This design comes from an exercise in tuning for small area and a short achievable clock period on the open sky130 flow, not from production work.
Function was checked by simulation only, so behaviour that the tests miss may differ from the original.
No activity file was given, so power comes from the tool's default toggle rates.

Setup of branch garnet:
// output_buffer_bank
module output_buffer_bank #(
   parameter int BANK_WIDTH = 32,
   parameter int DATA_W     = 32,
   parameter int ADDR_W     = 16,
   parameter int N_CH       = 8
) (
   input  logic                         clk_i,
   input  logic                         rst_sync_i,
   input  logic                         start_i,
   input  logic                         abort_i,
   input  logic [31:0]                  cfg_out_w_i,
   input  logic [31:0]                  cfg_out_h_i,
   input  logic [ADDR_W-1:0]            cfg_base_addr_i,
   input  logic [2:0]                   output_ch_sel_i,
   input  logic [BANK_WIDTH-1:0]        push_i,
   input  logic [BANK_WIDTH*DATA_W-1:0] data_in_i,
   output logic                         ob_ready_o,
   output logic [N_CH-1:0]              sram_wr_en_o,
   output logic [ADDR_W-1:0]            sram_wr_addr_o,
   output logic [DATA_W-1:0]            sram_wr_data_o,
   output logic                         frame_done_o,
   output logic                         error_o
);
   localparam int BW    = BANK_WIDTH;
   localparam int COL_W = (BANK_WIDTH > 1) ? $clog2(BANK_WIDTH) : 1;
   logic                  idle_q, coll_q, drain_q, done_q;
   logic                  idle_d, coll_d, drain_d, done_d;
   logic [COL_W-1:0]      wm1_q;           
   logic [31:0]           rem_q;           
  ...
Size in the first run: ~4400 cells after synthesis, about 1200 I/O pins, ~68000 sq um of cells after synthesis.
==> module output_buffer_bank, before the edit <==
module output_buffer_bank #(
   parameter int BANK_WIDTH = 32,
   parameter int DATA_W     = 32,
   parameter int ADDR_W     = 16,
   parameter int N_CH       = 8
) (
   input  logic                         clk_i,
   input  logic                         rst_sync_i,
   input  logic                         start_i,
   input  logic                         abort_i,
   input  logic [31:0]                  cfg_out_w_i,
   input  logic [31:0]                  cfg_out_h_i,
   input  logic [ADDR_W-1:0]            cfg_base_addr_i,
   input  logic [2:0]                   output_ch_sel_i,
   input  logic [BANK_WIDTH-1:0]        push_i,
   input  logic [BANK_WIDTH*DATA_W-1:0] data_in_i,
   output logic                         ob_ready_o,
   output logic [N_CH-1:0]              sram_wr_en_o,
   output logic [ADDR_W-1:0]            sram_wr_addr_o,
   output logic [DATA_W-1:0]            sram_wr_data_o,
   output logic                         frame_done_o,
   output logic                         error_o
);
   localparam int BW    = BANK_WIDTH;
   localparam int COL_W = (BANK_WIDTH > 1) ? $clog2(BANK_WIDTH) : 1;
   logic                  idle_q, coll_q, drain_q, done_q;
   logic                  idle_d, coll_d, drain_d, done_d;
   logic [COL_W-1:0]      wm1_q;           
   logic [31:0]           rem_q;           
   logic                  lastrow_q;       
   logic [2:0]            ch_q;
   logic [ADDR_W-1:0]     addr_q;
   logic [BW-1:0]         v_q, v_d;        
   logic                  full_q, full_d;  
   logic [BW-1:0][DATA_W-1:0]   fill_q;
   logic [BW-1:0]         cp_q, ncp_q;
   logic                  copy_d;
   logic [BW-2:0][DATA_W-1:0]   drn_q;
   logic [COL_W-1:0]      col_q;           
   logic                  rlast_q, rlast_d;  
   logic                  ready_q, rdy_o_q, ready_d;
   logic                  err_q, err_d;
   logic [N_CH-1:0]       wr_en_q;
   logic [ADDR_W-1:0]     wr_addr_q;
   logic [DATA_W-1:0]     wr_data_q;
   logic [BW-1:0]         mask, veff, st, bad;
   logic                  cfg_legal, collecting, clr, copy, nxt, issue, wr, bfull, par;
   always_comb begin
      for (int i = 0; i < BW; i++) mask[i] = (COL_W'(i) <= wm1_q);
   end
   assign cfg_legal  = (cfg_out_w_i != 32'd0) && (cfg_out_w_i <= 32'(BW)) && (cfg_out_h_i != 32'd0);
   assign collecting = coll_q | drain_q;
   assign clr   = coll_q & full_q;
   assign copy  = cp_q[0];                 
   assign nxt   = drain_q & !rlast_q;      
   assign issue = copy | nxt;
   assign wr    = issue & !abort_i;
   assign par   = !col_q[0];               
   assign veff  = clr ? '0 : v_q;
   assign st    = {BW{ready_q}} & push_i & mask & ~veff;
   assign bad   = collecting ? (mask & ({BW{!ready_q}} | veff)) : '1;
   assign bfull = ready_q & ((mask & ~veff & ~push_i) == '0);
   always_comb begin
      idle_d  = abort_i | done_q | (idle_q & !(start_i & cfg_legal));
      coll_d  = !abort_i & ((idle_q & start_i & cfg_legal) | (coll_q & !full_q) |
                            (rlast_q & !lastrow_q & !full_q));
      drain_d = wr;
      done_d  = !abort_i & rlast_q & lastrow_q;
      rlast_d = wr & (copy ? (wm1_q == '0) : (col_q + COL_W'(1) == wm1_q));
      if (abort_i || !collecting) begin
         v_d    = '0;
         full_d = 1'b0;
      end else begin
         v_d    = (copy ? '0 : v_q) | st;
         full_d = (full_q & !copy) | bfull;
      end
      ready_d = coll_d | (drain_d & !full_d);
      copy_d  = full_d & (coll_d | (rlast_d & !(rlast_q ? (rem_q == 32'd2) : lastrow_q)));
      err_d = err_q | (!abort_i & ((idle_q & start_i & !cfg_legal) | ((push_i & bad) != '0)));
   end
   always_ff @(posedge clk_i) begin
      if (rst_sync_i) begin
         idle_q    <= 1'b1;
         coll_q    <= 1'b0;
         drain_q   <= 1'b0;
         done_q    <= 1'b0;
         full_q    <= 1'b0;
         rlast_q   <= 1'b0;
         ready_q   <= 1'b0;
         rdy_o_q   <= 1'b0;
         err_q     <= 1'b0;
         cp_q      <= '0;
         ncp_q     <= '1;
         wr_en_q   <= '0;
         wr_addr_q <= '0;
         wr_data_q <= '0;
      end else begin
         idle_q    <= idle_d;
         coll_q    <= coll_d;
         drain_q   <= drain_d;
         done_q    <= done_d;
         full_q    <= full_d;
         rlast_q   <= rlast_d;
         ready_q   <= ready_d;
         rdy_o_q   <= !(idle_d | done_d | (drain_d & full_d));
         err_q     <= err_d;
         cp_q      <= {BW{copy_d}} & mask;
         ncp_q     <= ~({BW{copy_d}} & mask);
         wr_en_q   <= wr ? (N_CH'(1) << ch_q) : '0;
         wr_addr_q <= wr ? addr_q : '0;
         wr_data_q <= copy & !abort_i ? fill_q[0] :
                      (nxt & !abort_i ? (drn_q[0] ^ {DATA_W{par}}) : '0);
      end
   end
   always_ff @(posedge clk_i) begin
      v_q <= v_d;
      if (idle_q) begin
         wm1_q     <= COL_W'(cfg_out_w_i[COL_W-1:0] - 1'b1);
         rem_q     <= cfg_out_h_i;
         lastrow_q <= (cfg_out_h_i == 32'd1);
         ch_q      <= output_ch_sel_i;
         addr_q    <= cfg_base_addr_i;
      end else begin
         if (rlast_q) begin
            rem_q     <= rem_q - 32'd1;
            lastrow_q <= (rem_q == 32'd2);
         end
         if (issue) addr_q <= addr_q + ADDR_W'(1);
      end
      if (copy) col_q <= '0;
      else if (nxt) col_q <= col_q + COL_W'(1);
   end
   always_ff @(posedge clk_i) begin
      for (int i = 0; i < BW; i++)
         if (!(v_q[i] & ncp_q[i])) fill_q[i] <= data_in_i[i*DATA_W +: DATA_W];
      for (int k = 0; k < BW-2; k++)
         drn_q[k] <= ~((fill_q[k+1] | {DATA_W{ncp_q[k+1]}}) & (drn_q[k+1] | {DATA_W{cp_q[k+1]}}));
      drn_q[BW-2] <= ~fill_q[BW-1];
   end
   assign ob_ready_o     = rdy_o_q;
   assign sram_wr_en_o   = wr_en_q;
   assign sram_wr_addr_o = wr_addr_q;
   assign sram_wr_data_o = wr_data_q;
   assign frame_done_o   = done_q;
   assign error_o        = err_q;
endmodule
Settings: LEC_CHECK=0, CAP_MARGIN=20, CORE_MARGIN=2, CORE_UTILIZATION=40, SLEW_MARGIN=20; clock period 10.0 ns.
run.sh (not shown) runs the stock make flow with config.mk's settings and CLKGATE_MAP_FILE= SYNTH_SCRIPT=/design/flow/synth_recipe.tcl, a recipe that flattens the netlist after the stock synthesis.
For branch lagoon, these inputs were changed with respect to branch garnet:
diff --git a/flow/design.v b/flow/design.v
--- a/flow/design.v
+++ b/flow/design.v
@@ -31,53 +31,50 @@
    logic [2:0]            ch_q;
    logic [ADDR_W-1:0]     addr_q;
    logic [BW-1:0]         v_q, v_d;        
    logic                  full_q, full_d;  
    logic [BW-1:0][DATA_W-1:0]   fill_q;
-   logic [BW-1:0]         cp_q, ncp_q;
-   logic                  copy_d;
    logic [BW-2:0][DATA_W-1:0]   drn_q;
    logic [COL_W-1:0]      col_q;           
-   logic                  rlast_q, rlast_d;  
-   logic                  ready_q, rdy_o_q, ready_d;
+   logic                  rlast_q;         
+   logic                  ready_q, ready_d;
    logic                  err_q, err_d;
    logic [N_CH-1:0]       wr_en_q;
    logic [ADDR_W-1:0]     wr_addr_q;
    logic [DATA_W-1:0]     wr_data_q;
-   logic [BW-1:0]         mask, veff, st, bad;
-   logic                  cfg_legal, collecting, clr, copy, nxt, issue, wr, bfull, par;
+   logic [BW-1:0]         mask, veff, st, need, bad;
+   logic                  cfg_legal, collecting, clr, copy, nxt, issue, wr, frame_end, bfull;
    always_comb begin
       for (int i = 0; i < BW; i++) mask[i] = (COL_W'(i) <= wm1_q);
    end
    assign cfg_legal  = (cfg_out_w_i != 32'd0) && (cfg_out_w_i <= 32'(BW)) && (cfg_out_h_i != 32'd0);
    assign collecting = coll_q | drain_q;
+   assign frame_end  = rlast_q & lastrow_q;
    assign clr   = coll_q & full_q;
-   assign copy  = cp_q[0];                 
-   assign nxt   = drain_q & !rlast_q;      
+   assign copy  = full_q & (coll_q | (rlast_q & !lastrow_q));    
+   assign nxt   = drain_q & !rlast_q;                            
    assign issue = copy | nxt;
    assign wr    = issue & !abort_i;
-   assign par   = !col_q[0];               
    assign veff  = clr ? '0 : v_q;
    assign st    = {BW{ready_q}} & push_i & mask & ~veff;
+   assign need  = mask & ~veff;
    assign bad   = collecting ? (mask & ({BW{!ready_q}} | veff)) : '1;
-   assign bfull = ready_q & ((mask & ~veff & ~push_i) == '0);
+   assign bfull = ready_q & ((need & ~push_i) == '0);
    always_comb begin
       idle_d  = abort_i | done_q | (idle_q & !(start_i & cfg_legal));
       coll_d  = !abort_i & ((idle_q & start_i & cfg_legal) | (coll_q & !full_q) |
                             (rlast_q & !lastrow_q & !full_q));
       drain_d = wr;
-      done_d  = !abort_i & rlast_q & lastrow_q;
-      rlast_d = wr & (copy ? (wm1_q == '0) : (col_q + COL_W'(1) == wm1_q));
+      done_d  = !abort_i & frame_end;
       if (abort_i || !collecting) begin
          v_d    = '0;
          full_d = 1'b0;
       end else begin
          v_d    = (copy ? '0 : v_q) | st;
          full_d = (full_q & !copy) | bfull;
       end
       ready_d = coll_d | (drain_d & !full_d);
-      copy_d  = full_d & (coll_d | (rlast_d & !(rlast_q ? (rem_q == 32'd2) : lastrow_q)));
       err_d = err_q | (!abort_i & ((idle_q & start_i & !cfg_legal) | ((push_i & bad) != '0)));
    end
    always_ff @(posedge clk_i) begin
       if (rst_sync_i) begin
          idle_q    <= 1'b1;
@@ -85,33 +82,26 @@
          drain_q   <= 1'b0;
          done_q    <= 1'b0;
          full_q    <= 1'b0;
          rlast_q   <= 1'b0;
          ready_q   <= 1'b0;
-         rdy_o_q   <= 1'b0;
          err_q     <= 1'b0;
-         cp_q      <= '0;
-         ncp_q     <= '1;
          wr_en_q   <= '0;
          wr_addr_q <= '0;
          wr_data_q <= '0;
       end else begin
          idle_q    <= idle_d;
          coll_q    <= coll_d;
          drain_q   <= drain_d;
          done_q    <= done_d;
          full_q    <= full_d;
-         rlast_q   <= rlast_d;
+         rlast_q   <= wr & (copy ? (wm1_q == '0) : (col_q + COL_W'(1) == wm1_q));
          ready_q   <= ready_d;
-         rdy_o_q   <= !(idle_d | done_d | (drain_d & full_d));
          err_q     <= err_d;
-         cp_q      <= {BW{copy_d}} & mask;
-         ncp_q     <= ~({BW{copy_d}} & mask);
          wr_en_q   <= wr ? (N_CH'(1) << ch_q) : '0;
          wr_addr_q <= wr ? addr_q : '0;
-         wr_data_q <= copy & !abort_i ? fill_q[0] :
-                      (nxt & !abort_i ? (drn_q[0] ^ {DATA_W{par}}) : '0);
+         wr_data_q <= copy & !abort_i ? fill_q[0] : (nxt & !abort_i ? drn_q[0] : '0);
       end
    end
    always_ff @(posedge clk_i) begin
       v_q <= v_d;
       if (idle_q) begin
@@ -130,16 +120,16 @@
       if (copy) col_q <= '0;
       else if (nxt) col_q <= col_q + COL_W'(1);
    end
    always_ff @(posedge clk_i) begin
       for (int i = 0; i < BW; i++)
-         if (!(v_q[i] & ncp_q[i])) fill_q[i] <= data_in_i[i*DATA_W +: DATA_W];
-      for (int k = 0; k < BW-2; k++)
-         drn_q[k] <= ~((fill_q[k+1] | {DATA_W{ncp_q[k+1]}}) & (drn_q[k+1] | {DATA_W{cp_q[k+1]}}));
-      drn_q[BW-2] <= ~fill_q[BW-1];
+         if (!v_q[i] || copy) fill_q[i] <= data_in_i[i*DATA_W +: DATA_W];
+      for (int i = 0; i < BW-2; i++)
+         drn_q[i] <= copy ? fill_q[i+1] : drn_q[i+1];
+      drn_q[BW-2] <= fill_q[BW-1];
    end
-   assign ob_ready_o     = rdy_o_q;
+   assign ob_ready_o     = ready_q;
    assign sram_wr_en_o   = wr_en_q;
    assign sram_wr_addr_o = wr_addr_q;
    assign sram_wr_data_o = wr_data_q;
    assign frame_done_o   = done_q;
    assign error_o        = err_q;
Results
Die area up about 3.5% in branch lagoon wrt branch garnet
Of branch garnet and branch lagoon, branch lagoon shows the higher count of placed standard cells including taps, with branch garnet below it.
Between branch garnet and branch lagoon, power in combinational cells is lower for branch garnet, branch lagoon comes in above that.
Comparing branch garnet and branch lagoon, the higher share of total power in sequential cells was measured on branch garnet.
branch lagoon ends up with a number of rows in the core area that is 3 higher than in branch garnet.
Compared with branch garnet, branch lagoon shows total power of the final layout lower by about 1.6%.
Least setup slack across all paths after layout in branch lagoon is 0.095 ns below branch garnet.
branch garnet → branch lagoon: static leakage moved up, count of multi-input gates increased 1757.
branch lagoon: number of tap cells inserted is 122 higher than what branch garnet reported.
[branch lagoon vs branch garnet] sequential cell count: lower in branch lagoon
Of branch garnet and branch lagoon, the lower number of cells on the critical path belongs to branch lagoon.

[re-timing with driven ports]
The flow's constraints put no driver on any port. The routed layouts listed below were extracted and timed again, unchanged, in two steps.
Step 1 sets driving cells, clkbuf_16 on the clock port and buf_2 on the other inputs (assumed; they add their load-dependent delay and slew).
Step 2 adds t to the input delays and takes it off the output delays; t is the mean of the earliest and latest rising clock arrival at the registers after step 1. Input paths then give back, and output paths get back, about the clock's delay inside the block.
Three values: ideal ports, drivers, drivers and shift; two values: the first two.
run | t, ns | setup WS [ns] | slew at the worst register clock pin (ns)
branch garnet | 0.927 | 5.331 / 5.389 / 4.462 | 0.07 / 0.07
branch lagoon | 0.914 | 5.236 / 5.236 / 5.236 | 0.07 / 0.07
After both steps every run listed still meets setup and hold. The setup slack of branch garnet, which loses most, moves by +0.058 ns with the drivers and by -0.869 ns with both steps.
